From an optimization exercise on the open Yosys and OpenROAD flow, aimed at small area; shortcuts taken in it are not production practice.
RTL that was checked went through simulation tests only; none was proved equivalent to the original.
For runs 1 to 4, only the layout was checked, not whether the RTL still works.
No activity file was given, so power comes from the tool's default toggle rates.

==> design/flow/design.v <==
`default_nettype none
package game_pkg;
    typedef logic [10:0] coord_t;
    typedef struct packed {
        coord_t top;
        coord_t left;
    } pos_t;
    typedef logic [7:0] life_t;
    localparam logic [9:0] JET_HOME_TOP  = 10'd610;
    localparam logic [9:0] JET_HOME_LEFT = 10'd448;
    localparam logic [9:0] JET_TOP_MIN   = 10'd2;
    localparam logic [9:0] JET_TOP_MAX   = 10'd633;
    localparam logic [9:0] JET_LEFT_MAX  = 10'd896;
    localparam logic [7:0] EN_HOME_TOP  = 8'd38;
    localparam logic [9:0] EN_HOME_LEFT = 10'd340;
    localparam logic [7:0] EN_TOP_MIN   = 8'd34;
    localparam logic [7:0] EN_TOP_MAX   = 8'd200;
    localparam logic [9:0] EN_LEFT_MIN  = 10'd5;
    localparam logic [9:0] EN_LEFT_MAX  = 10'd768;
    localparam logic [7:0] LFSR_SEED    = 8'hff;
    localparam logic [4:0] JET_LIFE_FULL = 5'd25;
    localparam logic [7:0] EN_LIFE_FULL  = 8'd200;
    function automatic logic ult(input logic [11:0] a, input logic [11:0] b);
        logic c;
        c = 1'b0;
        for (int i = 0; i < 12; i++)
            c = (!a[i] && b[i]) || ((!a[i] || b[i]) && c);
        ult = c;
    endfunction
    function automatic logic ule(input logic [11:0] a, input logic [11:0] b);
        logic c;
        c = 1'b1;
        for (int i = 0; i < 12; i++)
            c = (!a[i] && b[i]) || ((!a[i] || b[i]) && c);
        ule = c;
    endfunction
    function automatic logic [11:0] add(input logic [11:0] a, input logic [11:0] b, input logic ci);
        logic c;
        c = ci;
        for (int i = 0; i < 12; i++)
        begin
            add[i] = a[i] ^ b[i] ^ c;
            c = (a[i] && b[i]) || (a[i] && c) || (b[i] && c);
        end
    endfunction
    function automatic logic [11:0] sub(input logic [11:0] a, input logic [11:0] b);
        sub = add(a, ~b, 1'b1);
    endfunction
    function automatic logic [1:0] fa(input logic a, input logic b, input logic c);
        fa = {(a && b) || (a && c) || (b && c), a ^ b ^ c};
    endfunction
    function automatic logic sle(input logic [11:0] a, input logic [11:0] b);
        sle = ule({!a[11], a[10:0]}, {!b[11], b[10:0]});
    endfunction
    function automatic logic slt(input logic [11:0] a, input logic [11:0] b);
        slt = ult({!a[11], a[10:0]}, {!b[11], b[10:0]});
    endfunction
endpackage
`default_nettype wire
`timescale 1ns/1ps
`default_nettype none
module jet_motion (
    input  wire             CLK_Scan,
    input  wire             rst_n,
    input  wire             start,
    input  wire [3:0]       btn,
    output logic [9:0]      jt,
    output logic [9:0]      jl
);
    logic go_up, go_down, go_left, go_right;
    always_comb
    begin
        go_up    = 1'b0;
        go_down  = 1'b0;
        go_left  = 1'b0;
        go_right = 1'b0;
        case (btn)
            4'b1000: go_up    = 1'b1;
            4'b0100: go_down  = 1'b1;
            4'b0010: go_left  = 1'b1;
            4'b0001: go_right = 1'b1;
            4'b1010: begin go_up   = 1'b1; go_left  = 1'b1; end
            4'b1001: begin go_up   = 1'b1; go_right = 1'b1; end
            4'b0110: begin go_down = 1'b1; go_left  = 1'b1; end
            4'b0101: begin go_down = 1'b1; go_right = 1'b1; end
            default: ;
        endcase
    end
    logic        mv_t, mv_l;
    logic [11:0] jt_nx, jl_nx;
    assign mv_t  = (go_up && game_pkg::ult(12'(game_pkg::JET_TOP_MIN), 12'(jt))) ||
                   (go_down && game_pkg::ult(12'(jt), 12'(game_pkg::JET_TOP_MAX)));
    assign mv_l  = (go_left && jl != 10'd0) ||
                   (go_right && game_pkg::ult(12'(jl), 12'(game_pkg::JET_LEFT_MAX)));
    assign jt_nx = game_pkg::add(12'(jt), {{11{go_up && mv_t}}, mv_t}, 1'b0);
    assign jl_nx = game_pkg::add(12'(jl), {{11{go_left && mv_l}}, mv_l}, 1'b0);
    always_ff @(posedge CLK_Scan)
    begin
        if (!rst_n || start)
        begin
            jt <= game_pkg::JET_HOME_TOP;
            jl <= game_pkg::JET_HOME_LEFT;
        end
        else
        begin
            jt <= jt_nx[9:0];
            jl <= jl_nx[9:0];
        end
    end
endmodule
`default_nettype wire
`timescale 1ns/1ps
`default_nettype none
module enemy_motion (
    input  wire             CLK_Scan,
    input  wire             rst_n,
    input  wire             start,
    output logic [7:0]      et,
    output logic [9:0]      el,
    output logic            mv_dn,
    output logic            mv_up,
    output logic [7:0]      et_nx      
);
    logic [7:0] lfsr;
    logic [7:0] lfsr_next;
    logic [6:0] lfsr_cnt;
    logic [8:0] dir_cnt;
    logic [2:0] dir;
    logic       can_down, can_up, can_left, can_right;
    logic       mv_rt, mv_lf;
    assign lfsr_next = {lfsr[0] ^ lfsr[7], lfsr[7], lfsr[6] ^ lfsr[7], lfsr[5] ^ lfsr[7],
                        lfsr[4], lfsr[3] ^ lfsr[7], lfsr[2] ^ lfsr[7], lfsr[1]};
    logic [11:0] et_sum, el_sum, lfsr_cnt_inc, dir_cnt_inc;
    assign can_down  = game_pkg::ult(12'(et), 12'(game_pkg::EN_TOP_MAX));
    assign can_up    = game_pkg::ult(12'(game_pkg::EN_TOP_MIN), 12'(et));
    assign can_left  = game_pkg::ult(12'(game_pkg::EN_LEFT_MIN), 12'(el));
    assign can_right = game_pkg::ult(12'(el), 12'(game_pkg::EN_LEFT_MAX));
    assign et_sum       = 12'(et + {{7{mv_up}}, mv_up || mv_dn});
    assign el_sum       = 12'(game_pkg::add(12'(el), {{11{mv_lf}}, mv_lf || mv_rt}, 1'b0));
    assign et_nx        = et_sum[7:0];
    assign lfsr_cnt_inc = 12'({lfsr_cnt[5:0], !(lfsr_cnt[6] ^ lfsr_cnt[5])});
    assign dir_cnt_inc  = 12'({dir_cnt[7:0], !(dir_cnt[8] ^ dir_cnt[4])});
    always_comb
    begin
        mv_dn = 1'b0;
        mv_up = 1'b0;
        mv_rt = 1'b0;
        mv_lf = 1'b0;
        case (dir)
            3'd0: mv_dn = can_down;
            3'd1: mv_rt = can_right;
            3'd2: mv_up = can_up;
            3'd3: mv_lf = can_left;
            3'd4: begin mv_dn = can_down && can_right; mv_rt = mv_dn; end
            3'd5: begin mv_dn = can_down && can_left;  mv_lf = mv_dn; end
            3'd6: begin mv_up = can_up && can_right;   mv_rt = mv_up; end
            default: begin mv_up = can_up && can_left; mv_lf = mv_up; end
        endcase
    end
    always_ff @(posedge CLK_Scan)
    begin
        if (!rst_n || start)
        begin
            lfsr     <= game_pkg::LFSR_SEED;
            lfsr_cnt <= '0;
        end
        else if (lfsr_cnt == 7'b0010110)
        begin
            lfsr_cnt <= '0;
            lfsr     <= lfsr_next;
        end
        else
            lfsr_cnt <= lfsr_cnt_inc[6:0];
    end
    always_ff @(posedge CLK_Scan)
    begin
        if (!rst_n || start)
        begin
            et      <= game_pkg::EN_HOME_TOP;
            el      <= game_pkg::EN_HOME_LEFT;
            dir_cnt <= '0;
            dir     <= 3'd0;
        end
        else
        begin
            if (dir_cnt == 9'b001000011)
            begin
                dir_cnt <= '0;
                dir     <= {lfsr[3], lfsr[6], lfsr[2]};
            end
            else
                dir_cnt <= dir_cnt_inc[8:0];
            et <= et_nx;
            el <= el_sum[9:0];
        end
    end
endmodule
`default_nettype wire
`timescale 1ns/1ps
`default_nettype none
module shot_volley (
    input  wire             CLK_Scan,
    input  wire             rst_n,
    input  wire             start,
    input  wire [9:0]       jt,
    input  wire [9:0]       jl,
    input  wire [9:0]       el,
    input  wire [7:0]       et_nx,
    input  wire             mv_dn,
    input  wire             mv_up,
    output logic [2:0]      enemy_hits
);
    localparam int N = 6;
    logic [9:0]          vol_cnt;
    logic [11:0]         vol_inc;
    logic                launch;
    logic [N-1:0]        live;
    logic [N-1:0][9:0]   d;
    logic [N-1:0][9:0]   lft;
    logic [N-1:0]        hit;
    logic [N-1:0]        nlive;
    logic [N-1:0][9:0]   nd;
    logic [1:0]          step;
    logic [11:0]         d0;
    logic [11:0]         hlo;
    logic [11:0]         hhi;
    logic [2:0]          hit_sum;
    always_comb
    begin
        case (vol_cnt)
            10'b0111110011, 10'b0000001110, 10'b0100100011, 10'b0011111101, 10'b0101011011,
            10'b1011010100, 10'b1001011100, 10'b1000110011, 10'b1100101000,
            10'b0101100100: launch = 1'b1;
            default: launch = 1'b0;
        endcase
    end
    assign vol_inc = 12'({vol_cnt[8:0], !(vol_cnt[9] ^ vol_cnt[6])});
    assign step = {mv_dn, !mv_dn && !mv_up};
    assign d0   = 12'(jt) - 12'(et_nx);
    assign hlo  = 12'(el) - 12'd69;
    assign hhi  = 12'(el) + 12'd194;
    always_comb
    begin
        for (int n = 0; n < N; n++)
        begin
            logic [11:0] dd;
            hit[n] = live[n] && game_pkg::ule(12'(d[n]), 12'd223) &&
                     (hlo[11] || game_pkg::ule(hlo, 12'(lft[n]))) &&
                     game_pkg::ule(12'(lft[n]), hhi);
            dd       = game_pkg::sub(12'(d[n]), 12'(step));
            nd[n]    = dd[9:0];
            nlive[n] = live[n] && !hit[n] && !dd[11];
        end
    end
    always_comb
    begin
        logic [1:0] a0, a1, a2;
        a0 = game_pkg::fa(hit[0], hit[1], hit[2]);
        a1 = game_pkg::fa(hit[3], hit[4], hit[5]);
        a2 = game_pkg::fa(a0[1], a1[1], a0[0] && a1[0]);
        hit_sum = {a2, a0[0] ^ a1[0]};
    end
    always_ff @(posedge CLK_Scan)
    begin
        if (!rst_n || start)
        begin
            vol_cnt    <= '0;
            enemy_hits <= '0;
            live       <= '0;
        end
        else
        begin
            vol_cnt    <= (vol_cnt == 10'b0101100100) ? '0 : vol_inc[9:0];
            enemy_hits <= hit_sum;
            if (launch)
                live <= {nlive[N-2:0], !d0[11]};
            else
                live <= nlive;
        end
    end
    always_ff @(posedge CLK_Scan)
    begin
        if (launch)
        begin
            d[0]   <= d0[9:0];
            lft[0] <= jl;
            for (int n = 1; n < N; n++)
            begin
                d[n]   <= nd[n-1];
                lft[n] <= lft[n-1];
            end
        end
        else
            d <= nd;
    end
endmodule
`default_nettype wire
`timescale 1ns/1ps
`default_nettype none
module enemy_barrage (
    input  wire             CLK_Scan,
    input  wire             rst_n,
    input  wire             start,
    input  wire [7:0]       et,
    input  wire [9:0]       el,
    input  wire [9:0]       jt,
    input  wire [9:0]       jl,
    output logic [3:0]      jet_hits
);
    logic [9:0]         c;
    logic [2:0]         pat;
    logic               stream;
    logic               pat_end;
    logic [4:0][9:0]    top;
    logic [4:0][9:0]    lft;
    logic [8:0]         live;
    logic [4:0]         s_spawn;
    logic               p_spawn;
    logic [4:0]         load;
    logic [8:0]         hit;
    logic [4:0]         gone;
    logic [8:0]         nlive;
    logic [3:0]         hit_sum;
    logic [11:0]        vlo, vhi, hlo, hhi;
    logic [11:0]        pm, qq;
    logic [11:0]        m1, m2, m3, m4;
    logic [11:0]        c_inc;
    assign stream  = pat < 3'd2;
    assign pat_end = stream ? (c == 10'd750) : (c == 10'd249);
    assign p_spawn = !stream && c == 10'd1023;
    assign c_inc   = game_pkg::add(12'(c), 12'd0, 1'b1);
    always_comb
    begin
        for (int i = 0; i < 5; i++)
            s_spawn[i] = stream && (c == 10'((i + 1) * 50) || c == 10'((i + 6) * 50));
        load = s_spawn | {4'b0000, p_spawn};
    end
    always_comb
    begin
        vlo = 12'(jt) - 12'd31;
        vhi = (jt > 10'd602) ? 12'd706 : 12'(jt) + 12'd104;
        hlo = (jl < 10'd37) ? 12'd6 : 12'(jl) - 12'd31;
        hhi = (jl > 10'd864) ? 12'd991 : 12'(jl) + 12'd127;
        pm  = hlo - 12'(lft[0]) - 12'd1;
        qq  = hhi - 12'(lft[0]);
        m1  = 12'(c[7:0]);
        m2  = {3'b000, c[7:0], 1'b0};
        m3  = game_pkg::add(12'(c[7:0]), {3'b000, c[7:0], 1'b0}, 1'b0);
        m4  = {2'b00, c[7:0], 2'b00};
    end
    logic [4:0] vok, vup, hin;
    always_comb
    begin
        for (int i = 0; i < 5; i++)
        begin
            vok[i]  = game_pkg::sle(vlo, 12'(top[i]));
            vup[i]  = game_pkg::ule(12'(top[i]), vhi);
            hin[i]  = game_pkg::ule(hlo, 12'(lft[i])) && game_pkg::ule(12'(lft[i]), hhi);
            gone[i] = !vup[i];
        end
    end
    always_comb
    begin
        logic vin0;
        logic [8:0] hp;
        vin0 = vok[0] && vup[0];
        hp[0] = hin[0];
        begin
            logic       w_r, w_l;
            logic [11:0] ba, bb;
            logic [4:1] ca, cb;
            w_r = !pm[11];
            w_l = qq[11];
            ba  = w_r ? pm : (w_l ? ~qq : ~pm);
            bb  = w_l ? ~pm : qq;
            ca[1] = game_pkg::ule(m1, ba);
            cb[1] = game_pkg::ule(m1, bb);
            ca[2] = game_pkg::ule(m2, ba);
            cb[2] = game_pkg::ule(m2, bb);
            ca[3] = game_pkg::ule(m3, ba);
            cb[3] = game_pkg::ule(m3, bb);
            ca[4] = game_pkg::ule(m4, ba);
            cb[4] = game_pkg::ule(m4, bb);
            for (int k = 1; k <= 4; k++)
            begin
                hp[2 * k - 1] = (w_l || w_r) ? (w_r && !ca[k] && cb[k]) : cb[k];
                hp[2 * k]     = (w_l || w_r) ? (w_l && !ca[k] && cb[k]) : ca[k];
            end
        end
        for (int j = 0; j < 5; j++)
        begin
            if (stream)
                hit[j] = live[j] && !pat_end && vok[j] && vup[j] && hin[j];
            else
                hit[j] = live[j] && !pat_end && vin0 && hp[j];
        end
        for (int j = 5; j < 9; j++)
            hit[j] = live[j] && !pat_end && vin0 && hp[j];
        begin
            logic [1:0] a0, a1, a2, a3, a4, a5, a6;
            logic       b0;
            a0 = game_pkg::fa(hit[0], hit[1], hit[2]);
            a1 = game_pkg::fa(hit[3], hit[4], hit[5]);
            a2 = game_pkg::fa(hit[6], hit[7], hit[8]);
            a3 = game_pkg::fa(a0[0], a1[0], a2[0]);
            b0 = a3[0] ^ (hit[0] && !stream);
            a4 = game_pkg::fa(a0[1], a1[1], a2[1]);
            a5 = game_pkg::fa(a4[0], a3[1], a3[0] && hit[0] && !stream);
            a6 = {a4[1] && a5[1], a4[1] ^ a5[1]};
            hit_sum = {a6, a5[0], b0};
        end
        for (int j = 0; j < 5; j++)
            nlive[j] = stream ? (s_spawn[j] || (live[j] && !hit[j] && !gone[j]))
                              : (p_spawn || (live[j] && !hit[j]));
        for (int j = 5; j < 9; j++)
            nlive[j] = !stream && (p_spawn || (live[j] && !hit[j]));
    end
    always_ff @(posedge CLK_Scan)
    begin
        if (!rst_n || start)
        begin
            c        <= '0;
            pat      <= 3'd0;
            jet_hits <= '0;
            live     <= '0;
        end
        else
        begin
            jet_hits <= hit_sum;
            if (pat_end)
            begin
                pat  <= (pat == 3'd5) ? 3'd0 : pat + 3'd1;
                c    <= (pat == 3'd5 || pat == 3'd0) ? 10'd0 : 10'd873;
                live <= '0;
            end
            else
            begin
                c    <= c_inc[9:0];
                live <= nlive;
            end
        end
    end
    logic [11:0]     t_spawn, l_spawn;
    logic [4:0][9:0] t_step;
    assign t_spawn = game_pkg::add(12'(et), 12'd200, 1'b0);
    assign l_spawn = game_pkg::add(12'(el), 12'd116, 1'b0);
    always_comb
    begin
        for (int i = 0; i < 5; i++)
        begin
            logic [11:0] t;
            t = game_pkg::add(12'(top[i]), 12'd2, 1'b0);
            t_step[i] = t[9:0];
        end
    end
    always_ff @(posedge CLK_Scan)
    begin
        for (int i = 0; i < 5; i++)
        begin
            if (load[i])
            begin
                top[i] <= t_spawn[9:0];
                lft[i] <= l_spawn[9:0];
            end
            else
                top[i] <= t_step[i];
        end
    end
endmodule
`default_nettype wire
`timescale 1ns/1ps
`default_nettype none
module life_tracker (
    input  wire             CLK_Scan,
    input  wire             rst_n,
    input  wire             start,
    input  wire [2:0]       enemy_hits,
    input  wire [3:0]       jet_hits,
    output logic [4:0]      jet_life,
    output logic [7:0]      enemy_life,
    output logic            over,
    output logic            result     
);
    logic [11:0] jd, ed;
    assign jd = game_pkg::sub(12'(jet_life), 12'(jet_hits));
    assign ed = game_pkg::sub(12'(enemy_life), 12'(enemy_hits));
    always_ff @(posedge CLK_Scan)
    begin
        if (!rst_n || start)
        begin
            jet_life   <= game_pkg::JET_LIFE_FULL;
            enemy_life <= game_pkg::EN_LIFE_FULL;
            over       <= 1'b0;
            result     <= 1'b0;
        end
        else
        begin
            if (jet_life != '0 && enemy_life != '0)     
            begin
                jet_life   <= jd[11] ? 5'd0 : jd[4:0];
                enemy_life <= ed[11] ? 8'd0 : ed[7:0];
            end
            if (jet_life == '0 || enemy_life == '0)
                over <= 1'b1;
            result <= (enemy_life == '0);
        end
    end
endmodule
`default_nettype wire
`timescale 1ns/1ps
`default_nettype none
module game_core (
    input  wire                   CLK_Scan,
    input  wire                   rst_n,
    input  wire                   start,
    input  wire [3:0]             btn,
    output wire [21:0]            jet_pos,
    output wire [21:0]            enemy_pos,
    output wire [7:0]             jet_life,
    output wire [7:0]             enemy_life,
    output wire                   over,
    output wire                   result
);
    logic [9:0] jt, jl, el;
    logic [7:0] et;
    logic       mv_dn, mv_up;
    logic [7:0] et_nx;
    logic [2:0] enemy_hits;     
    logic [3:0] jet_hits;
    logic [4:0] jlife;
    assign jet_pos   = {1'b0, jt, 1'b0, jl};
    assign enemy_pos = {3'b000, et, 1'b0, el};
    assign jet_life  = {3'b000, jlife};
    jet_motion u_jet (
        .CLK_Scan (CLK_Scan),
        .rst_n    (rst_n),
        .start    (start),
        .btn      (btn),
        .jt       (jt),
        .jl       (jl)
    );
    enemy_motion u_enemy (
        .CLK_Scan (CLK_Scan),
        .rst_n    (rst_n),
        .start    (start),
        .et       (et),
        .el       (el),
        .mv_dn    (mv_dn),
        .mv_up    (mv_up),
        .et_nx    (et_nx)
    );
    shot_volley u_volley (
        .CLK_Scan   (CLK_Scan),
        .rst_n      (rst_n),
        .start      (start),
        .jt         (jt),
        .jl         (jl),
        .el         (el),
        .et_nx      (et_nx),
        .mv_dn      (mv_dn),
        .mv_up      (mv_up),
        .enemy_hits (enemy_hits)
    );
    enemy_barrage u_barrage (
        .CLK_Scan (CLK_Scan),
        .rst_n    (rst_n),
        .start    (start),
        .et       (et),
        .el       (el),
        .jt       (jt),
        .jl       (jl),
        .jet_hits (jet_hits)
    );
    life_tracker u_life (
        .CLK_Scan   (CLK_Scan),
        .rst_n      (rst_n),
        .start      (start),
        .enemy_hits (enemy_hits),
        .jet_hits   (jet_hits),
        .jet_life   (jlife),
        .enemy_life (enemy_life),
        .over       (over),
        .result     (result)
    );
endmodule
`default_nettype wire
==> design/flow/flow/run.sh <==
#!/bin/bash
# Own layout flow: the standard flow (standard.sh), with one change to synthesis.
# Synthesis is the standard one (synth_recipe.tcl: same passes, flattening, renaming and
# registers) except that Yosys does not lock adders into full/half-adder cells before ABC
# (ADDER_MAP_FILE empty) and ABC maps with flow/abc_area.script. Every later step is
# standard.sh unchanged. Each make run logs to its own file here; ORFS's step logs are
# under orfs/logs.
set -euo pipefail
W=$(pwd)
rm -rf "$W/scripts_abc"
cp -r "$FLOW_HOME/scripts" "$W/scripts_abc"
cp "$W/flow/abc_area.script" "$W/scripts_abc/abc_area.script"
bash standard.sh SCRIPTS_DIR="$W/scripts_abc" ADDER_MAP_FILE= synth > "$W/make_synth.log" 2>&1
bash standard.sh CTS_ARGS="-sink_clustering_enable -repair_clock_nets -sink_clustering_size 20 -sink_clustering_max_diameter 60 -dont_use_dummy_load" > "$W/make_layout.log" 2>&1
==> design/flow/flow/abc_area.script <==
strash
&get -n
&fraig -x
&put
scorr
dc2
strash
&get -n
&dch -f
&nf {D}
&put
buffer -c
topo
stime -c
upsize -c
dnsize -c
==> design/flow/standard.sh <==
#!/bin/bash
# synth_recipe.tcl (not shown) runs the flow's synth.tcl, then flattens the netlist and writes it again
# the make line also repeats each setting of config.mk as NAME=value (left out here)
make -C /OpenROAD-flow-scripts/flow DESIGN_CONFIG=/design/flow/config.mk WORK_HOME=/design/flow/orfs CLKGATE_MAP_FILE= SYNTH_SCRIPT=/design/flow/synth_recipe.tcl "${@:-finish}"
==> design/flow/config.mk <==
export PLATFORM = sky130hd
export DESIGN_NAME = game_core
export DESIGN_NICKNAME = game_core
export VERILOG_FILES = /design/flow/design.v
export SDC_FILE = /design/flow/constraint.sdc
export NUM_CORES = 4
export LEC_CHECK = 0
export ABC_AREA = 1
export CAP_MARGIN = 0
export CORE_MARGIN = 2
export CORE_UTILIZATION = 50
export SLEW_MARGIN = 0
==> design/flow/constraint.sdc <==
create_clock -name core_clock -period 7.5 [get_ports {CLK_Scan}]
set_input_delay 1.5000 -clock core_clock [delete_from_list [all_inputs] [get_ports {CLK_Scan}]]
set_output_delay 1.5000 -clock core_clock [all_outputs]
set_load 0.01 [all_outputs]
==> run notes, run 1 <==
- Most common cell after layout, fill and taps aside: dfxtp_1
- Req. time, crit path: 7.96 ns
- Initial Util: 0.506
- Routed wire length: 55.2 mm
- Residual DRC count: 0
- DRT Pass-1 Iters: 7
- Final setup skew: 0.0618 ns
- Crit-path max FO: 20
- Syn avg cell area: 8.75 sq um
- Max-slew violation count: 0
- Die X-Extent: 207 um
- Per-cell routed wire length: 19.2 um
- Worst min path class: reg2reg
- Post-Syn Area: 0.0207 sq mm
- CTS tree: yes
- Post-layout power: 4.38 mW
- CTS sink cnt: 345
- Final HPWL DP: 39.9 mm
- Final ANT Viol Nets: 0
- Nets@finish: 2,343
- Initial antenna violation count: 0
- # rows: 74
- Core Area: 0.0408 sq mm
- Measured slew at the worst slew-check pin: 1.12 ns
- Largest cells by area after synthesis: dfxtp_1 (22%), edfxtp_1 (17%), xnor2_1 (5.5%)
- Status: timing/DRC/antenna clean
- Die area: 0.0430 sq mm
- CTS buffer count: 31
- Post-synth EDFFs: 115
- PwrDens: 196 mW/mm^2
- H-tree lvl count: 1
- Die Y: 207 um
- Peak VDD IR: 0.000180 V
- Setup-failing EPs final: 0
- Total grt overflow: 0
- Main flop type after synthesis: dfxtp_1
- Clk Tree Root Cell: clkbuf_16
- Reg2reg path depth: 25
- Most frequent cells in the layout: dfxtp_1 (230), nand2_1 (196), a21oi_1 (187), o21ai_0 (173), nor2_1 (172)
- Yosys reg bits: 345
- # IOs: 69
- Post-Syn Instances: 2,361
- # port buffers: 59
- Fin Hold WS: 0.443 ns
- Vias per inst: 6.09
- Largest net degree at the start of global routing: 80
- Synth top area share: 0.223
- Clk slew on worst S/H paths: 0.07 ns
- Antenna Diode Count: 0
- Setup bufs post-CTS: 0
- Max Clk Rate: 0.146 GHz
- Kind of critical path: reg2reg
- Vias in the first global route: 16,500
- Crit end category: flop
- FFs w/ async S/R, synth: 0
- Max_slew headroom: 0.255
- Share of layout cells above drive strength 1: 0.0698
- Fin. Hold Viols: 0
- Max-cap violations: 0
- Minimum clock period: 6.83 ns
- Synth-to-Final Area Change: 8.08%
- Total number of vias: 17,500
- Hold Path Stages: 0
- Worst-Skew Late Latency: 0.59 ns
- RSZ-0062 raised after global routing: no
- Cell taking the most area after synthesis: dfxtp_1
- Maximum clock insertion buffer count: 3
- Filler cells: 3,779
- Routability cong.: 0.934
- First-pass GRT wire length: 88.3 mm
- GRT Overall Usage: 0.250
- Iteration-0 DRC count of the detailed router: 1,395
- Leak pwr: 7.96 nW
- Startpoint types: flop
- Final TNS setup: 0 ns
- Number of library cell types mapped by synthesis: 102
- Fin crit share: 0.911
- Arrival time at the worst endpoint: 7.29 ns
- Synth Warn #: 5
- Post-synthesis sequential area ratio: 0.390
## critical path, stage by stage, from the launching register on
cell	delay (ns)
dfxtp_1	0.64
nand3_1	0.16
and2_1	0.24
o211ai_1	0.30
maj3_1	0.28
a21oi_1	0.11
maj3_2	0.34
maj3_2	0.34
o221a_1	0.24
o311a_4	0.35
o31a_2	0.53
or3_1	0.46
and3_1	0.26
a22oi_1	0.17
o21ai_1	0.10
a22oi_1	0.16
o21ai_1	0.11
a21oi_2	0.18
o31a_1	0.18
nand3_1	0.12
a22oi_1	0.44
a32oi_1	0.17
xnor2_1	0.21
a32o_1	0.29
and3_1	0.17
and2_1	0.15
## metal layers
metal	wire length, um	track usage
met5	0	0
met2	24700	0.398
met4	1790	0.0852
met3	2860	0.0313
met1	25800	0.351
## cells by family (layout without fill, tap and decap cells)
logic type,Yosys count,count (layout),share of synthesized area
AOI/OAI and AO/OA,758,758,0.236
xor gates and xnor gates,219,219,0.0939
adders and majority gates,83,83,0.0411
buffers and inverters,184,149,0.0379
DFF,345,345,0.390
muxes,58,58,0.0286
other,1,9,0.000182
and+or+nand+nor,713,713,0.172
## state kept, by name, indices dropped and copies added, names as in the netlist, 5 cells and up
name and cells:
u_barrage.c 10, u_barrage.lft 50, u_barrage.live 9, u_barrage.top 50
u_enemy.dir_cnt 9, u_enemy.el 10, u_enemy.et 8, u_enemy.lfsr 8
u_enemy.lfsr_cnt 7, u_jet.jl 10, u_jet.jt 10, u_life.enemy_life 8
u_life.jet_life 5, u_volley.d 60, u_volley.lft 60, u_volley.live 6
u_volley.vol_cnt 10
## worst paths after layout
kind | startpoint | slack, ns | endpoint
worst min register to register | u_volley.lft[10] | 0.44 | u_volley.lft[20]
worst max-delay path | u_jet.jl[7] | 0.67 | u_barrage.jet_hits[3]
worst max register to register | u_jet.jl[7] | 0.67 | u_barrage.jet_hits[3]
worst min-delay path | u_volley.lft[10] | 0.44 | u_volley.lft[20]
## where the power goes
| part | internal [mW] | total (mW) | leakage [nW] | switching, mW |
|---|---|---|---|---|
| combinational | 0.352 | 0.808 | 4.66 | 0.455 |
| sequential | 2.06 | 2.20 | 2.92 | 0.138 |
| clock | 0.719 | 1.37 | 0.382 | 0.655 |
| total | 3.13 | 4.38 | 7.96 | 1.25 |
## per-stage QoR
stage | setup slack [ns] | utilization | cells | area [sq um]
floorplan | 1.53 | - | 2369 | 20700
global placement | 0.780 | 0.528 | 2835 | 21600
detailed placement | 0.562 | 0.528 | 2835 | 21600
CTS | 0.596 | 0.547 | 2866 | 22300
global route | 0.160 | 0.547 | 2866 | 22300
finish | 0.669 | 0.547 | 2866 | 22300
## cell type report
class                           instances  area (sq um)  area share
Inverter                               32           121     0.00544
Timing Repair Buffer                   86           793      0.0355
Multi-Input combinational cell       1840         11900       0.534
Tap cell                              532           666      0.0298
Sequential cell                       345          8060       0.361
Clock buffer                           31           776      0.0347
## cell usage after synthesis, types with 10 or more instances
library cell / instances
and3_1: 47
mux2i_1: 53
nor3_1: 40
nand2b_1: 38
nand2_1: 196
nor4_1: 11
a31o_2: 10
buf_2: 16
or3_1: 16
o21ai_0: 173
a22oi_1: 74
o21a_1: 29
or2_2: 34
xnor2_1: 130
nand4_1: 20
dfxtp_1: 230
clkbuf_1: 111
o31ai_1: 14
and2_1: 25
xor2_1: 86
a31oi_1: 15
nor2b_1: 28
nand3_1: 40
maj3_1: 69
edfxtp_1: 115
o22ai_1: 74
maj3_2: 14
nand3b_1: 11
inv_1: 31
a21oi_1: 190
buf_4: 15
o21ai_1: 20
o221ai_1: 29
a221oi_1: 19
nor2_1: 172
## repair_timing
item,4_1_cts,5_1_grt
resized for setup,0,1
setup endpoints to repair,0,3
hold buffers,0,0
==> inputs of run 2 (changes only) <==
==> design/flow/flow/run.sh (replaced) <==
#!/bin/bash
# Own layout flow: the standard flow (standard.sh) with these changes:
# - synthesis: the standard script (synth_recipe.tcl: same passes, flattening, renaming and
#   registers), except that Yosys does not lock adders into full/half-adder cells before
#   ABC (ADDER_MAP_FILE empty) and ABC maps with flow/abc_area.script;
# - port buffers are the smallest buffer, buf_1;
# - clock tree: larger sink clusters and no dummy loads;
# - after global routing, repair_timing recovers area on paths with slack (RECOVER_POWER).
# Each make run logs to its own file here; ORFS's step logs are under orfs/logs.
set -euo pipefail
W=$(pwd)
rm -rf "$W/scripts_abc"
cp -r "$FLOW_HOME/scripts" "$W/scripts_abc"
cp "$W/flow/abc_area.script" "$W/scripts_abc/abc_area.script"
bash standard.sh SCRIPTS_DIR="$W/scripts_abc" ADDER_MAP_FILE= synth > "$W/make_synth.log" 2>&1
bash standard.sh \
  "BUFFER_PORTS_ARGS=-buffer_cell sky130_fd_sc_hd__buf_1" \
  "CTS_ARGS=-sink_clustering_enable -repair_clock_nets -sink_clustering_size 28 -sink_clustering_max_diameter 80 -dont_use_dummy_load" \
  RECOVER_POWER=100 \
  > "$W/make_layout.log" 2>&1
==> run notes, run 2 <==
- Post-Syn Instances: 2,361 (unchanged)
- Synth top area share: 0.223 (unchanged)
- H-tree lvl count: 1 (unchanged)
- Share of layout cells above drive strength 1: 0.0585 (-0.0114)
- Cell taking the most area after synthesis: dfxtp_1
- CTS Hold Bufs: 0 (unchanged)
- Die X-Extent: 207 um (unchanged)
- RSZ-0062 raised after global routing: no
- Vias in the first global route: 16,500 (+0.27%)
- Number of library cell types mapped by synthesis: 102 (unchanged)
- Most common library cells after synthesis: dfxtp_1 (230), nand2_1 (196), a21oi_1 (190)
- DRT Pass-1 Iters: 6 (-1)
- # port buffers: 59 (unchanged)
- Most frequent cells in the layout: dfxtp_1 (230), nand2_1 (196), a21oi_1 (188), o21ai_0 (176), nor2_1 (172)
- Max-cap violations: 7 (+7)
- Synth-to-Final Area Change: 4.93%
- Worst-Skew Late Latency: 0.58 ns (about the same)
- Per-cell routed wire length: 19.4 um (+1.0%)
- Final ANT Viol Nets: 0 (unchanged)
- Final HPWL DP: 40.1 mm (+0.72%)
- CTS tree: yes
- Syn avg cell area: 8.75 sq um (unchanged)
- Post-Syn Area: 0.0207 sq mm (unchanged)
- Post-synth EDFFs: 115 (unchanged)
- Layout violations: max-capacitance violations, max-slew violations
- Fin crit share: 0.929 (+0.0182)
- Post-synthesis sequential area ratio: 0.390 (unchanged)
- Routability cong.: 0.911 (-2.4%)
- Register-to-register setup slack: 0.53 ns (-0.14 ns)
- Yosys reg bits: 345 (unchanged)
- Residual DRC count: 0 (unchanged)
- Peak VDD IR: 0.000233 V (+29%)
- Initial antenna violation count: 0 (unchanged)
- Clk Tree Root Cell: clkbuf_16
- Total grt overflow: 0 (unchanged)
- Max Clk Rate: 0.144 GHz (-2.0%)
- Worst min path class: reg2reg
- Nets@finish: 2,335 (-0.34%)
- Largest net degree at the start of global routing: 72 (-10%)
- Crit end category: flop
- Main flop type after synthesis: dfxtp_1
- PwrDens: 193 mW/mm^2 (-1.9%)
- Biggest regs: u_volley.d x60, u_volley.lft x60
- GRT Overall Usage: 0.253 (+0.00280)
- Minimum clock period: 6.97 ns (+0.137 ns)
- CTS buffer count: 23 (-26%)
- Place WS: 0.543 ns (-0.0191 ns)
- Measured slew at the worst slew-check pin: 4.08 ns (+2.96 ns)
- Die area: 0.0430 sq mm (unchanged)
- Maximum clock insertion buffer count: 3 (unchanged)
- Vias per inst: 6.14 (+0.78%)
- Largest cells by area after synthesis: dfxtp_1 (22%), edfxtp_1 (17%), xnor2_1 (5.5%)
- Synth Warn #: 5 (unchanged)
- Fin. Hold Viols: 0 (unchanged)
- Leak pwr: 7.63 nW (-4.1%)
- Worst setup margin: 0.532 ns (-0.137 ns)
- Req. time, crit path: 7.94 ns (-0.02 ns)
- Total number of vias: 17,600 (+0.50%)
- Crit-path max FO: 20 (unchanged)
- Iteration-0 DRC count of the detailed router: 1,450 (+3.9%)
- CTS sink cnt: 345 (unchanged)
- Post-layout power: 4.17 mW (-4.8%)
- # IOs: 69 (unchanged)
- FFs w/ async S/R, synth: 0 (unchanged)
- Setup-failing EPs final: 0 (unchanged)
- Clk slew on worst S/H paths: 0.10 ns (+0.03 ns)
- First-pass GRT wire length: 89.2 mm (+1.0%)
- Kind of critical path: reg2reg
- Max_slew headroom: -1.72 (-1.97)
- # rows: 74 (unchanged)
- Routed wire length: 55.6 mm (+0.72%)
- Initial Util: 0.506 (unchanged)
- Antenna Diode Count: 0 (unchanged)
- Arrival time at the worst endpoint: 7.41 ns (+0.12 ns)
- Final setup skew: 0.0669 ns (+0.00508 ns)
- Status: complete, but fails checks
- Core Area: 0.0408 sq mm (unchanged)
- Most common cell after layout, fill and taps aside: dfxtp_1
- Most numerous cell in the Yosys netlist: dfxtp_1
- Die Y: 207 um (unchanged)
- Max-slew violation count: 251 (+251)
- Startpoint types: flop
- Final TNS setup: 0 ns (unchanged)
-- run 2: changes by cell type in the layout (fill, tap and decap cells not counted), moves of 2 or more --
| cell | before | now |
|---|---|---|
| o21ai_1 | 20 | 18 |
| buf_4 | 27 | 14 |
| clkdlybuf4s50_1 | 59 | 0 |
| buf_1 | 0 | 56 |
| and2_0 | 1 | 11 |
| and2_1 | 25 | 15 |
| clkbuf_16 | 31 | 23 |
| a211oi_1 | 6 | 8 |
| clkbuf_1 | 0 | 15 |
| o21ai_0 | 173 | 176 |
-- run 2: final cells by class --
class | count | area, sq um
fill | 3808 | 19200
sequential | 345 | 8060
timing repair buffer | 86 | 377
multi-input combinational | 1840 | 11900
clock buffer | 23 | 576
inverter | 32 | 121
tap | 532 | 666
-- run 2: metrics by stage --
step / hold WS [ns] / utilization / area (sq um) / std cells
detailed placement: 0.435 / 0.519 / 21200 / 2835
global placement: 0.433 / 0.519 / 21200 / 2835
finish: 0.430 / 0.531 / 21700 / 2858
global route: 0.468 / 0.531 / 21700 / 2858
CTS: 0.433 / 0.533 / 21800 / 2858
floorplan: 0.426 / - / 20700 / 2369
-- run 2: repair_timing --
action,CTS,global route
endpoints found under the setup margin,0,2
gates resized for setup,0,2
buffers inserted,0,0
-- run 2: path summary, 6_finish.rpt --
path,from,end,depth (start not counted)
max,u_jet.jl[7],u_barrage.jet_hits[2],25
min,u_volley.lft[20],u_volley.lft[30],0
max reg2reg,u_jet.jl[7],u_barrage.jet_hits[2],25
min reg2reg,u_volley.lft[20],u_volley.lft[30],0
-- run 2: logic make-up after synthesis --
| logic type | count (synthesis) | share of synthesized area |
|---|---|---|
| buf+inv | 184 | 0.0379 |
| compound gates | 758 | 0.236 |
| mux | 58 | 0.0286 |
| simple gates | 713 | 0.172 |
| other cells | 1 | 0.000182 |
| flops | 345 | 0.390 |
| xor+xnor | 219 | 0.0939 |
| fa+ha+maj | 83 | 0.0411 |
-- run 2: per-layer routing --
metal | vias to the layer above | GRT usage | wire length [um]
met4 | 0 | 0.0663 | 1360
met2 | 446 | 0.414 | 25600
li1 | 8600 | - | -
met5 | - | 0 | 0
met1 | 8442 | 0.353 | 25700
met3 | 67 | 0.0315 | 2840
-- run 2: critical path, cell delays in order, from the launching register on --
cell and delay (ns):
dfxtp_1 0.66, nand3_1 0.17, and2_1 0.24, o21ai_0 0.34, maj3_1 0.28, a21oi_1 0.12
maj3_2 0.34, maj3_2 0.34, o221a_1 0.24, o311a_4 0.35, o31a_2 0.54, or3_1 0.47
and3_1 0.27, a22oi_1 0.16, o21ai_1 0.09, a22oi_1 0.16, o21ai_1 0.12, a21oi_2 0.19
o31a_1 0.18, nand3_1 0.12, a22oi_1 0.48, a32oi_1 0.19, xnor2_1 0.21, a32o_1 0.29
and3_1 0.17, nor3_1 0.17
-- run 2: report_power, final --
| part | internal (mW) | switching [mW] |
|---|---|---|
| Sequential | 2.06 | 0.137 |
| Combinational | 0.341 | 0.457 |
| Clock | 0.543 | 0.634 |
==> inputs of run 3 (changes only) <==
--- a/design/flow/flow/run.sh
+++ b/design/flow/flow/run.sh
@@ -5,7 +5,7 @@
 #   ABC (ADDER_MAP_FILE empty) and ABC maps with flow/abc_area.script;
 # - port buffers are the smallest buffer, buf_1;
 # - clock tree: larger sink clusters and no dummy loads;
-# - after global routing, repair_timing recovers area on paths with slack (RECOVER_POWER).
+
 # Each make run logs to its own file here; ORFS's step logs are under orfs/logs.
 set -euo pipefail
 W=$(pwd)
@@ -16,5 +16,4 @@
 bash standard.sh \
   "BUFFER_PORTS_ARGS=-buffer_cell sky130_fd_sc_hd__buf_1" \
   "CTS_ARGS=-sink_clustering_enable -repair_clock_nets -sink_clustering_size 28 -sink_clustering_max_diameter 80 -dont_use_dummy_load" \
-  RECOVER_POWER=100 \
   > "$W/make_layout.log" 2>&1
==> run notes, run 3 <==
- Initial Util: 0.506 (unchanged)
- Worst min path class: reg2reg
- Leak pwr: 7.71 nW (+0.98%)
- Most numerous cell in the Yosys netlist: dfxtp_1
- Fin Hold WS: 0.434 ns (+0.00416 ns)
- Core Area: 0.0408 sq mm (unchanged)
- Total grt overflow: 0 (unchanged)
- Clk slew on worst S/H paths: 0.10 ns (about the same)
- Syn avg cell area: 8.75 sq um (unchanged)
- # IOs: 69 (unchanged)
- Peak VDD IR: 0.000233 V (+0.20%)
- Final setup skew: 0.0608 ns (-0.00613 ns)
- Fin. Hold Viols: 0 (unchanged)
- Hold Path Stages: 0 (unchanged)
- Die area: 0.0430 sq mm (unchanged)
- Largest cells by area after synthesis: dfxtp_1 (22%), edfxtp_1 (17%), xnor2_1 (5.5%)
- Biggest regs: u_volley.d x60, u_volley.lft x60
- CP Buf/Inv Count: 0 (unchanged)
- Routed wire length: 55.6 mm (+0.14%)
- Post-Synth XOR/XNOR Area: 0.0939 (unchanged)
- Measured slew at the worst slew-check pin: 1.09 ns (-2.99 ns)
- Clk Tree Root Cell: clkbuf_16
- Crit-path max FO: 20 (unchanged)
- Largest net degree at the start of global routing: 72 (unchanged)
- CTS Hold Bufs: 0 (unchanged)
- Synth Area in Compound Gates: 0.236 (unchanged)
- Max_slew headroom: 0.273 (+1.99)
- Register-to-register setup slack: 0.56 ns (+0.03 ns)
- Number of library cell types mapped by synthesis: 102 (unchanged)
- Place WS: 0.543 ns (unchanged)
- CTS tree: yes
- Hold EP: u_volley.lft[30]
- CP max stage cell: dfxtp_1
- Crit end category: flop
- Worst-Skew Late Latency: 0.58 ns (about the same)
- Max Clk Rate: 0.144 GHz (+0.46%)
- Nets@finish: 2,335 (unchanged)
- Fin crit share: 0.925 (-0.00421)
- Synth top area share: 0.223 (unchanged)
- PwrDens: 192 mW/mm^2 (-0.29%)
- # port buffers: 59 (unchanged)
- Residual DRC count: 0 (unchanged)
- Yosys reg bits: 345 (unchanged)
- Reg2reg path depth: 25 (unchanged)
- H-tree lvl count: 1 (unchanged)
- Max-slew violation count: 0 (-100%)
- Die X-Extent: 207 um (unchanged)
- Reg-to-Reg Start: u_jet.jl[7]
- Post-synth EDFFs: 115 (unchanged)
- Most common cell after layout, fill and taps aside: dfxtp_1
- Vias in the first global route: 16,500 (unchanged)
- Routability cong.: 0.911 (unchanged)
- RSZ-0062 raised after global routing: no
- Post-synthesis sequential area ratio: 0.390 (unchanged)
- Synth-to-Final Area Change: 5.37%
- Reg-to-reg critical path endpoint: u_barrage.jet_hits[2]
- First-pass GRT wire length: 89.2 mm (unchanged)
- Most frequent cells in the layout: dfxtp_1 (230), nand2_1 (196), a21oi_1 (187), o21ai_0 (173), nor2_1 (172)
- Post-Syn Area: 0.0207 sq mm (unchanged)
- Hold path start: u_volley.lft[20]
- CTS buffer count: 23 (unchanged)
- Filler cells: 3,793 (-0.39%)
- Post-synthesis mux area share: 0.0286 (unchanged)
- Initial antenna violation count: 0 (unchanged)
- Vias per inst: 6.13 (-0.24%)
- Setup-failing EPs final: 0 (unchanged)
- Per-cell routed wire length: 19.5 um (+0.14%)
- Max-cap violations: 0 (-7)
- Max incr delay on CP: 0.65 ns (about the same)
- Post-Syn Instances: 2,361 (unchanged)
- Largest family of logic cells by synthesized area: compound AO/OA/AOI/OAI gates
- Top Family by Delay on Critical Path: compound AO/OA/AOI/OAI gates
- Final ANT Viol Nets: 0 (unchanged)
- Startpoint types: flop
- Adder-Cell Fraction of Synth Area: 0.0411 (unchanged)
- Post-layout power: 4.18 mW (+0.13%)
- Final core area utilization: 0.533 (+0.00221)
- Minimum clock period: 6.94 ns (-0.0316 ns)
- GRT Overall Usage: 0.253 (unchanged)
- Synth Warn #: 5 (unchanged)
- Antenna Diode Count: 0 (unchanged)
- Status: timing/DRC/antenna clean
- Worst setup margin: 0.564 ns (+0.0316 ns)
- DRT Pass-1 Iters: 6 (unchanged)
- Kind of critical path: reg2reg
- Req. time, crit path: 7.96 ns (+0.02 ns)
- Final HPWL DP: 40.1 mm (unchanged)
- CTS sink cnt: 345 (unchanged)
- # rows: 74 (unchanged)
- Share of layout cells above drive strength 1: 0.0666 (+0.00817)
- Total number of vias: 17,500 (-0.24%)
- Die Y: 207 um (unchanged)
- Main flop type after synthesis: dfxtp_1
- Cell taking the most area after synthesis: dfxtp_1
- FFs w/ async S/R, synth: 0 (unchanged)
- Simple-Gate Fraction of Synth Area: 0.172 (unchanged)
- CP most frequent cell: a22oi_1
- Iteration-0 DRC count of the detailed router: 1,479 (+2.0%)
- Final TNS setup: 0 ns (unchanged)
- Maximum clock insertion buffer count: 3 (unchanged)
- Most common library cells after synthesis: dfxtp_1 (230), nand2_1 (196), a21oi_1 (190)
- Arrival time at the worst endpoint: 7.39 ns (-0.02 ns)
run 3: cell counts after synthesis:
Identical to the previous run, type by type.
run 3: worst max path at each step:
stage / startpoint / end / slack, ns / cells after the start
floorplan: u_jet.jl[9] / u_barrage.jet_hits[3] / 1.53 / 28
global placement: u_jet.jl[0] / u_barrage.jet_hits[3] / 0.77 / 26
detailed placement: u_jet.jl[0] / u_barrage.jet_hits[3] / 0.54 / 26
CTS: u_jet.jl[0] / u_barrage.jet_hits[2] / 0.52 / 26
global route: u_jet.jl[7] / u_barrage.jet_hits[2] / 0.13 / 25
finish: u_jet.jl[7] / u_barrage.jet_hits[2] / 0.56 / 25
run 3: worst reg2reg max path: cells and delay by family (launching register included):
| family | cells | cell delay [ns] |
|---|---|---|
| AO/OA/AOI/OAI | 14 | 3.46 |
| XOR/XNOR | 1 | 0.21 |
| adder cells (fa/ha/maj) | 3 | 0.95 |
| flip-flops | 1 | 0.65 |
| AND/OR/NAND/NOR | 7 | 1.62 |
run 3: through the flow:
step,area (sq um),std cells
detailed placement,21200,2835
global placement,21200,2835
global route,21800,2858
CTS,21800,2858
finish,21800,2858
floorplan,20700,2369
run 3: kinds of logic after synthesis:
kind of cell	after synthesis
adders and majority gates	83
and+or+nand+nor	713
DFF	345
buffers and inverters	184
other	1
AOI/OAI and AO/OA	758
xor gates and xnor gates	219
muxes	58
run 3: area by class of cell:
class,instances,area [sq um],share of cell area
multi-input cells,1840,11900,0.548
clock buffers,23,576,0.0264
inverters,32,121,0.00558
repair buffers,86,424,0.0195
flip-flops and latches,345,8060,0.370
well taps,532,666,0.0306
run 3: report_power, final:
part,internal [mW],switching (mW)
logic,0.343,0.458
clock network,0.543,0.637
registers,2.06,0.137
total,2.95,1.23
run 3: metal layers:
| layer | share of wire | GRT usage |
|---|---|---|
| met1 | 0.46 | 0.353 |
| met2 | 0.46 | 0.414 |
| met3 | 0.054 | 0.0315 |
| met4 | 0.025 | 0.0663 |
| met5 | 0 | 0 |
run 3: what timing repair did:
item                                    4_1_cts  5_1_grt
gates resized for setup                       0        2
endpoints found under the setup margin        0        2
setup buffers                                 0        0
==> inputs of run 4 (changes only) <==
--- a/design/flow/config.mk
+++ b/design/flow/config.mk
@@ -8,5 +8,5 @@
 export ABC_AREA = 1
 export CAP_MARGIN = 0
 export CORE_MARGIN = 2
-export CORE_UTILIZATION = 50
+export CORE_UTILIZATION = 65
 export SLEW_MARGIN = 0
==> run notes, run 4 <==
- GRT Overall Usage: 0.298 (+0.0458)
- # port buffers: 59 (unchanged)
- Worst-Skew Late Latency: 0.53 ns (-0.05 ns)
- Fin. Hold Viols: 0 (unchanged)
- Biggest regs: u_volley.d x60, u_volley.lft x60
- Max incr delay on CP: 0.62 ns (-0.03 ns)
- Startpoint types: flop
- Register-to-register setup slack: 0.59 ns (+0.02 ns)
- Total grt overflow: 0 (unchanged)
- Final HPWL DP: 36.7 mm (-8.7%)
- Iteration-0 DRC count of the detailed router: 1,338 (-9.5%)
- FFs w/ async S/R, synth: 0 (unchanged)
- Main flop type after synthesis: dfxtp_1
- Worst setup margin: 0.589 ns (+0.0247 ns)
- Hold path start: u_enemy.dir_cnt[7]
- CP most frequent cell: a22oi_1
- Die Y: 182 um (-12%)
- Initial antenna violation count: 0 (unchanged)
- Top Family by Delay on Critical Path: compound AO/OA/AOI/OAI gates
- Reg-to-reg critical path endpoint: u_barrage.jet_hits[3]
- Die X-Extent: 182 um (-12%)
- Largest net degree at the start of global routing: 82 (+14%)
- Simple-Gate Fraction of Synth Area: 0.172 (unchanged)
- Adder-Cell Fraction of Synth Area: 0.0411 (unchanged)
- Post-Synth XOR/XNOR Area: 0.0939 (unchanged)
- Reg-to-Reg Start: u_jet.jl[5]
- Vias in the first global route: 16,200 (-1.8%)
- CTS sink cnt: 345 (unchanged)
- Post-layout power: 3.98 mW (-4.8%)
- Setup-failing EPs final: 0 (unchanged)
- Fin cells: 2,725 (-4.7%)
- Kind of critical path: reg2reg
- Core Area: 0.0314 sq mm (-23%)
- Most frequent cells in the layout: dfxtp_1 (229), nand2_1 (196), a21oi_1 (187), o21ai_0 (173), nor2_1 (172)
- CTS buffer count: 17 (-26%)
- Antenna Diode Count: 0 (unchanged)
- CP max stage cell: dfxtp_1
- Yosys reg bits: 345 (unchanged)
- RSZ-0062 raised after global routing: no
- Largest family of logic cells by synthesized area: compound AO/OA/AOI/OAI gates
- Hold EP: u_enemy.dir_cnt[8]
- Final setup skew: 0.0415 ns (-0.0192 ns)
- Most common cell after layout, fill and taps aside: dfxtp_1
- # rows: 65 (-12%)
- Initial Util: 0.658 (+0.152)
- Max-slew violation count: 0 (unchanged)
- Routability cong.: 0.921 (+1.1%)
- PwrDens: 185 mW/mm^2 (-3.6%)
- Nets@finish: 2,332 (-0.13%)
- Worst min path class: reg2reg
- Synth-to-Final Area Change: 3.97%
- Place WS: 0.457 ns (-0.0863 ns)
- Post-synth EDFFs: 115 (unchanged)
- Worst Setup SP: u_jet.jl[5]
- Most common library cells after synthesis: dfxtp_1 (230), nand2_1 (196), a21oi_1 (190)
- # IOs: 69 (unchanged)
- Maximum clock insertion buffer count: 3 (unchanged)
- Post-synthesis mux area share: 0.0286 (unchanged)
- Synth Area in Compound Gates: 0.236 (unchanged)
- Measured slew at the worst slew-check pin: 1.05 ns (-0.0406 ns)
- CTS Hold Bufs: 0 (unchanged)
- Post-synthesis sequential area ratio: 0.390 (unchanged)
- Cell taking the most area after synthesis: dfxtp_1
- Per-cell routed wire length: 18.6 um (-4.6%)
- Most numerous cell in the Yosys netlist: dfxtp_1
- Leak pwr: 7.65 nW (-0.81%)
- Max_slew headroom: 0.298 (+0.0248)
- Routed wire length: 50.6 mm (-9.0%)
- Max Clk Rate: 0.145 GHz (+0.36%)
- CTS tree: yes
- Crit end category: flop
- Die area: 0.0332 sq mm (-23%)
- Fin Hold WS: 0.462 ns (+0.0284 ns)
- Syn avg cell area: 8.75 sq um (unchanged)
- Synth top area share: 0.223 (unchanged)
- Hold Path Stages: 1 (+1)
- H-tree lvl count: 1 (unchanged)
- Status: timing/DRC/antenna clean
- Post-Syn Instances: 2,361 (unchanged)
- CTS resizes: 0 (unchanged)
- Residual DRC count: 0 (unchanged)
- Post-Syn Area: 0.0207 sq mm (unchanged)
- Share of layout cells above drive strength 1: 0.0659 (-0.000775)
- Req. time, crit path: 7.94 ns (-0.02 ns)
- First-pass GRT wire length: 82.0 mm (-8.1%)
- Minimum clock period: 6.91 ns (-0.0247 ns)
- Final ANT Viol Nets: 0 (unchanged)
- Max-cap violations: 0 (unchanged)
- Setup bufs post-CTS: 0 (unchanged)
- Synth Warn #: 5 (unchanged)
- Largest cells by area after synthesis: dfxtp_1 (22%), edfxtp_1 (17%), xnor2_1 (5.5%)
- Reg2reg path depth: 25 (unchanged)
- CP Buf/Inv Count: 0 (unchanged)
- Crit-path max FO: 20 (unchanged)
- Vias per inst: 6.50 (+6.1%)
- Fin crit share: 0.922 (-0.00330)
- Peak VDD IR: 0.000240 V (+3.2%)
- Arrival time at the worst endpoint: 7.35 ns (-0.04 ns)
- Final TNS setup: 0 ns (unchanged)
- DRT Pass-1 Iters: 5 (-1)
- Placed instance count: 2,708 (-4.5%)
- Clk slew on worst S/H paths: 0.11 ns (about the same)
- Number of library cell types mapped by synthesis: 102 (unchanged)
- Clk Tree Root Cell: clkbuf_16
- Total number of vias: 17,700 (+1.2%)
[run 4: logic make-up after synthesis]
| group | count (synthesis) |
|---|---|
| buffers and inverters | 184 |
| adder cells (fa/ha/maj) | 83 |
| flip-flops | 345 |
| AO/OA/AOI/OAI | 758 |
| multiplexers | 58 |
| XOR/XNOR | 219 |
| other | 1 |
| AND/OR/NAND/NOR | 713 |
[run 4: per-layer routing]
metal	GRT usage	vias up	wire length, um
met5	0	-	0
met4	0.0865	0	1270
met3	0.0327	83	3060
met2	0.498	563	23600
met1	0.412	8461	22600
li1	-	8609	-
[run 4: where the power goes]
part	total, mW	switching [mW]	leakage, nW	internal, mW
clock	0.987	0.578	0.209	0.409
sequential	2.19	0.134	2.92	2.06
combinational	0.794	0.451	4.52	0.343
[run 4: worst max-delay path by stage]
stage               slack (ns)  depth (start not counted)                    end
finish                    0.59                         25  u_barrage.jet_hits[3]
global route              0.06                         25  u_barrage.jet_hits[2]
CTS                       0.49                         25  u_barrage.jet_hits[3]
detailed placement        0.46                         25  u_barrage.jet_hits[3]
global placement          0.70                         25  u_barrage.jet_hits[3]
floorplan                 1.53                         28  u_barrage.jet_hits[3]
[run 4: layout make-up]
class / count / area, sq um
flip-flops and latches: 345 / 8060
repair buffers: 89 / 447
multi-input cells: 1840 / 11900
clock buffers: 17 / 425
fillers: 2575 / 9910
inverters: 32 / 121
well taps: 402 / 503
[run 4: worst register-to-register path, stage by stage (launching register included)]
cell and delay, ns:
dfxtp_1 0.62, nand4_1 0.16, and2_1 0.26, o21ai_0 0.32, maj3_1 0.26, a21oi_1 0.11
maj3_2 0.34, maj3_2 0.34, o221a_1 0.23, o311a_4 0.35, o31a_1 0.60, or3_1 0.51
and3_1 0.26, a22oi_1 0.16, o21ai_1 0.09, a22oi_1 0.16, o21ai_1 0.12, a21oi_2 0.18
o31a_1 0.17, nand3_1 0.12, a22oi_1 0.45, a32oi_1 0.15, xnor2_1 0.21, a32o_1 0.30
and3_1 0.18, and2_1 0.15
[run 4: per-stage QoR]
| step | util | cell area, sq um |
|---|---|---|
| 2_1_floorplan | - | 20700 |
| 3_3_place_gp | 0.670 | 21000 |
| 3_5_place_dp | 0.670 | 21000 |
| 4_1_cts | 0.684 | 21500 |
| 5_1_grt | 0.684 | 21500 |
| 6_report | 0.684 | 21500 |
==> inputs of run 5 (changes only) <==
--- a/design/flow/design.v
+++ b/design/flow/design.v
@@ -311,7 +311,7 @@
     logic [2:0]         pat;
     logic               stream;
     logic               pat_end;
-    logic [4:0][9:0]    top;
+    logic [4:0][8:0]    top;     
     logic [4:0][9:0]    lft;
     logic [8:0]         live;
     logic [4:0]         s_spawn;
@@ -337,8 +337,8 @@
     end
     always_comb
     begin
-        vlo = 12'(jt) - 12'd31;
-        vhi = (jt > 10'd602) ? 12'd706 : 12'(jt) + 12'd104;
+        vlo = 12'(jt) - 12'd231;
+        vhi = (jt > 10'd602) ? 12'd506 : 12'(jt) - 12'd96;
         hlo = (jl < 10'd37) ? 12'd6 : 12'(jl) - 12'd31;
         hhi = (jl > 10'd864) ? 12'd991 : 12'(jl) + 12'd127;
         pm  = hlo - 12'(lft[0]) - 12'd1;
@@ -354,7 +354,7 @@
         for (int i = 0; i < 5; i++)
         begin
             vok[i]  = game_pkg::sle(vlo, 12'(top[i]));
-            vup[i]  = game_pkg::ule(12'(top[i]), vhi);
+            vup[i]  = game_pkg::sle(12'(top[i]), vhi);
             hin[i]  = game_pkg::ule(hlo, 12'(lft[i])) && game_pkg::ule(12'(lft[i]), hhi);
             gone[i] = !vup[i];
         end
@@ -411,9 +411,9 @@
         end
         for (int j = 0; j < 5; j++)
             nlive[j] = stream ? (s_spawn[j] || (live[j] && !hit[j] && !gone[j]))
-                              : (p_spawn || (live[j] && !hit[j]));
+                              : (p_spawn || (live[j] && !hit[j] && !gone[0]));
         for (int j = 5; j < 9; j++)
-            nlive[j] = !stream && (p_spawn || (live[j] && !hit[j]));
+            nlive[j] = !stream && (p_spawn || (live[j] && !hit[j] && !gone[0]));
     end
     always_ff @(posedge CLK_Scan)
     begin
@@ -441,8 +441,8 @@
         end
     end
     logic [11:0]     t_spawn, l_spawn;
-    logic [4:0][9:0] t_step;
-    assign t_spawn = game_pkg::add(12'(et), 12'd200, 1'b0);
+    logic [4:0][8:0] t_step;
+    assign t_spawn = 12'(et);
     assign l_spawn = game_pkg::add(12'(el), 12'd116, 1'b0);
     always_comb
     begin
@@ -450,7 +450,7 @@
         begin
             logic [11:0] t;
             t = game_pkg::add(12'(top[i]), 12'd2, 1'b0);
-            t_step[i] = t[9:0];
+            t_step[i] = t[8:0];
         end
     end
     always_ff @(posedge CLK_Scan)
@@ -459,7 +459,7 @@
         begin
             if (load[i])
             begin
-                top[i] <= t_spawn[9:0];
+                top[i] <= t_spawn[8:0];
                 lft[i] <= l_spawn[9:0];
             end
             else
==> run notes, run 5 <==
- Status: timing/DRC/antenna clean
- Per-cell routed wire length: 19.1 um (+3.0%)
- Leak pwr: 7.29 nW (-4.6%)
- Total grt overflow: 0 (unchanged)
- CTS sink cnt: 340 (-1.4%)
- Final std cell area, no fill: 0.0210 sq mm (-2.1%)
- Syn avg cell area: 8.61 sq um (-1.6%)
- Cell taking the most area after synthesis: dfxtp_1
- Fin Hold WS: 0.468 ns (+0.00573 ns)
- Vias in the first global route: 16,000 (-1.0%)
- Met3 GRT Util: 0.0479 (+0.0152)
- CTS Hold Bufs: 0 (unchanged)
- Residual DRC count: 0 (unchanged)
- CP Buf/Inv Count: 0 (unchanged)
- Synth top area share: 0.223 (about the same)
- FFs w/ async S/R, synth: 0 (unchanged)
- Iteration-0 DRC count of the detailed router: 1,729 (+29%)
- Most common library cells after synthesis: dfxtp_1 (225), nand2_1 (220), nor2_1 (202)
- Number of library cell types mapped by synthesis: 107 (+4.9%)
- Final TNS setup: 0 ns (unchanged)
- Max Clk Rate: 0.139 GHz (-3.7%)
- Die X-Extent: 180 um (-1.0%)
- Met2 Resource Use GR: 0.487 (-0.0113)
- Biggest regs: u_volley.d x60, u_volley.lft x60, u_barrage.lft x50
- Worst-Skew Late Latency: 0.55 ns (+0.02 ns)
- Flop pwr share: 0.541 (-0.011)
- Measured slew at the worst slew-check pin: 1.10 ns (+0.0546 ns)
- Minimum clock period: 7.17 ns (+0.262 ns)
- Most common cell after layout, fill and taps aside: dfxtp_1
- Post-synthesis sequential area ratio: 0.393 (+0.00335)
- Setup-failing EPs final: 0 (unchanged)
- Total number of vias: 17,600 (-0.92%)
- Post-layout power: 4.01 mW (+0.91%)
- Crit-path max FO: 14 (-30%)
- CP most frequent cell: o21ai_1
- PwrDens: 191 mW/mm^2 (+3.1%)
- Final HPWL DP: 37.0 mm (+0.82%)
- Top Family by Delay on Critical Path: compound AO/OA/AOI/OAI gates
- Setup bufs post-CTS: 0 (unchanged)
- Final ANT Viol Nets: 0 (unchanged)
- H-tree lvl count: 1 (unchanged)
- Switching power: 1.18 mW (+1.1%)
- CTS buffer count: 20 (+3)
- Crit end category: flop
- GRT Overall Usage: 0.304 (+0.00532)
- Max-slew violation count: 0 (unchanged)
- Final setup skew: 0.0641 ns (+0.0226 ns)
- Initial Util: 0.661 (+0.00321)
- Main flop type after synthesis: dfxtp_1
- Initial antenna violation count: 1 (+1)
- Placed instance count: 2,674 (-1.3%)
- Cell-internal power: 2.84 mW (+0.85%)
- # rows: 64 (-1.5%)
- Post-synth EDFFs: 115 (unchanged)
- Startpoint types: flop
- # port buffers: 59 (unchanged)
- Net Sw Frac: 0.293 (+0.000426)
- Nets@finish: 2,307 (-1.1%)
- Max incr delay on CP: 0.60 ns (-0.02 ns)
- Synth Warn #: 5 (unchanged)
- Yosys reg bits: 340 (-1.4%)
- Die area: 0.0325 sq mm (-2.0%)
- Req. time, crit path: 7.93 ns (about the same)
- Vias per inst: 6.52 (+0.22%)
- Antenna Diode Count: 0 (unchanged)
- Combinational share of power: 0.193 (-0.007)
- Clk slew on worst S/H paths: 0.11 ns (about the same)
- Share of power burned in the clock network: 0.266 (+0.018)
- Most frequent cells in the layout: dfxtp_1 (225), nand2_1 (220), nor2_1 (202), o21ai_0 (174), a21oi_1 (164)
- CTS resizes: 0 (unchanged)
- Peak VDD IR: 0.000197 V (-18%)
- Fin crit share: 0.956 (+0.0350)
- Core Area: 0.0306 sq mm (-2.6%)
- Most Crowded Layer GR: met2
- Synth-to-Final Area Change: 3.96% (about the same)
- Clk Tree Root Cell: clkbuf_16
- Post-Syn Instances: 2,350 (-0.47%)
- DP Area: 0.0205 sq mm (-2.5%)
- Routability cong.: 0.903 (-1.9%)
- Largest cells by area after synthesis: dfxtp_1 (22%), edfxtp_1 (17%), xnor2_1 (5.5%)
- Maximum clock insertion buffer count: 3 (unchanged)
- Filler cells: 2,486 (-3.5%)
- Fin. Hold Viols: 0 (unchanged)
- Max_slew headroom: 0.261 (-0.0365)
- Worst min path class: reg2reg
- Die Y: 180 um (-1.0%)
- Critical Path, Cell by Cell: or4_4 -> or2_1 -> or3_1 -> xor2_1 -> nor2_1 -> nor2_1 -> a311o_1 -> a31oi_4 -> nor2_2 -> a221oi_2 -> o22ai_1 -> o21ai_1 -> a21oi_1 -> o211ai_1 -> o21ai_1 -> nand2b_1 -> a211oi_1 -> nor2b_1 -> xnor3_1 -> a2111oi_2 -> o21ai_1 -> nor3b_2
- DRT Pass-1 Iters: 6 (+1)
- Share of layout cells above drive strength 1: 0.0483 (-0.0176)
- # IOs: 69 (unchanged)
- Largest net degree at the start of global routing: 83 (+1.2%)
- CTS tree: yes
- First-pass GRT wire length: 82.8 mm (+0.95%)
- Routed wire length: 51.5 mm (+1.8%)
- Arrival time at the worst endpoint: 7.60 ns (+0.25 ns)
- CP max stage cell: or4_4
- RSZ-0062 raised after global routing: no
- Max-cap violations: 0 (unchanged)
- Kind of critical path: reg2reg
- Met1 Use GR: 0.431 (+0.0193)
- Fin cells: 2,694 (-1.1%)
- Most numerous cell in the Yosys netlist: dfxtp_1
- Post-Syn Area: 0.0202 sq mm (-2.1%)
-- run 5: power by group through the flow --
stage	clock, mW	combinational, mW	sequential [mW]
5_1_grt	1.14	0.856	2.19
6_report	1.07	0.774	2.17
2_1_floorplan	0	0.631	2.17
3_5_place_dp	0	0.761	2.21
3_3_place_gp	0	0.739	2.20
4_1_cts	1.09	0.766	2.17
-- run 5: area by class of cell --
class / instances / area, sq um / share of cell area
sequential: 340 / 7960 / 0.378
tap: 396 / 495 / 0.0236
multi-input combinational: 1821 / 11500 / 0.549
inverter: 35 / 131 / 0.00625
clock buffer: 20 / 500 / 0.0238
timing repair buffer: 82 / 394 / 0.0187
-- run 5: metrics by stage --
stage,utilization,setup slack [ns]
after floorplan,-,1.27
after global placement,0.671,0.608
after detailed placement,0.671,0.490
after CTS,0.687,0.471
after global routing,0.687,0.0226
final,0.687,0.326
-- run 5: layer usage --
layer | up-vias | part of all wire
met4 | 2 | 0.023
met5 | - | 0.00021
met2 | 657 | 0.45
met1 | 8276 | 0.45
met3 | 90 | 0.071
li1 | 8528 | -
-- run 5: worst reg2reg max path: stages, from the launching register on --
cell	delay [ns]
dfxtp_1	0.44
or4_4	0.60
or2_1	0.29
or3_1	0.38
xor2_1	0.16
nor2_1	0.54
nor2_1	0.15
a311o_1	0.44
a31oi_4	0.51
nor2_2	0.16
a221oi_2	0.60
o22ai_1	0.18
o21ai_1	0.15
a21oi_1	0.08
o211ai_1	0.24
o21ai_1	0.18
nand2b_1	0.20
a211oi_1	0.33
nor2b_1	0.30
xnor3_1	0.49
a2111oi_2	0.40
o21ai_1	0.12
nor3b_2	0.16
-- run 5: path summary, 6_finish.rpt --
kind / startpoint / endpoint / slack [ns] / cells past startpoint
worst min-delay path: u_volley.lft[10] / u_volley.lft[20] / 0.47 / 0
worst min register to register: u_volley.lft[10] / u_volley.lft[20] / 0.47 / 0
worst max register to register: u_jet.jl[2] / u_barrage.jet_hits[2] / 0.33 / 22
worst max-delay path: u_jet.jl[2] / u_barrage.jet_hits[2] / 0.33 / 22
-- run 5: kinds of logic after synthesis --
family / count (synthesis) / synth area share
AOI/OAI and AO/OA: 773 / 0.250
xor gates and xnor gates: 209 / 0.0922
adders and majority gates: 49 / 0.0246
buffers and inverters: 197 / 0.0406
DFF: 340 / 0.393
muxes: 47 / 0.0236
other: 1 / 0.000185
and+or+nand+nor: 734 / 0.175

afterwards: timing with drivers on the ports:
The results above use ideal ports. As a check the final layouts listed here were re-extracted and re-timed, cells and wires unchanged. Step 1 (the two cells are an assumption about what drives the block):
set clk [get_ports {CLK_Scan}]
set_driving_cell -lib_cell sky130_fd_sc_hd__clkbuf_16 $clk
set_driving_cell -lib_cell sky130_fd_sc_hd__buf_2 [delete_from_list [all_inputs] $clk]
Step 2 also shifts input and output timing later by t, the mid clock arrival at the registers, as if the neighbouring blocks saw the same clock. a / b / c = ideal ports / drivers / drivers and shift; a / b = the first two.
run | t, ns | setup slack, ns | hold slack, ns | slew at the worst register clock pin (ns) | worst slew at a driven data input, ns
run 1 | 0.621 | 0.669 / 0.669 / 0.669 | 0.443 / 0.443 / 0.443 | 0.08 / 0.08 | 0.06
run 2 | 0.605 | 0.532 / 0.532 / 0.532 | 0.430 / 0.430 / 0.430 | 0.11 / 0.11 | 0.03
run 3 | 0.607 | 0.564 / 0.564 / 0.564 | 0.434 / 0.434 / 0.434 | 0.10 / 0.10 | 0.03
run 4 | 0.567 | 0.589 / 0.589 / 0.589 | 0.462 / 0.462 / 0.462 | 0.11 / 0.11 | 0.03
run 5 | 0.576 | 0.326 / 0.326 / 0.326 | 0.468 / 0.468 / 0.468 | 0.11 / 0.11 | 0.04
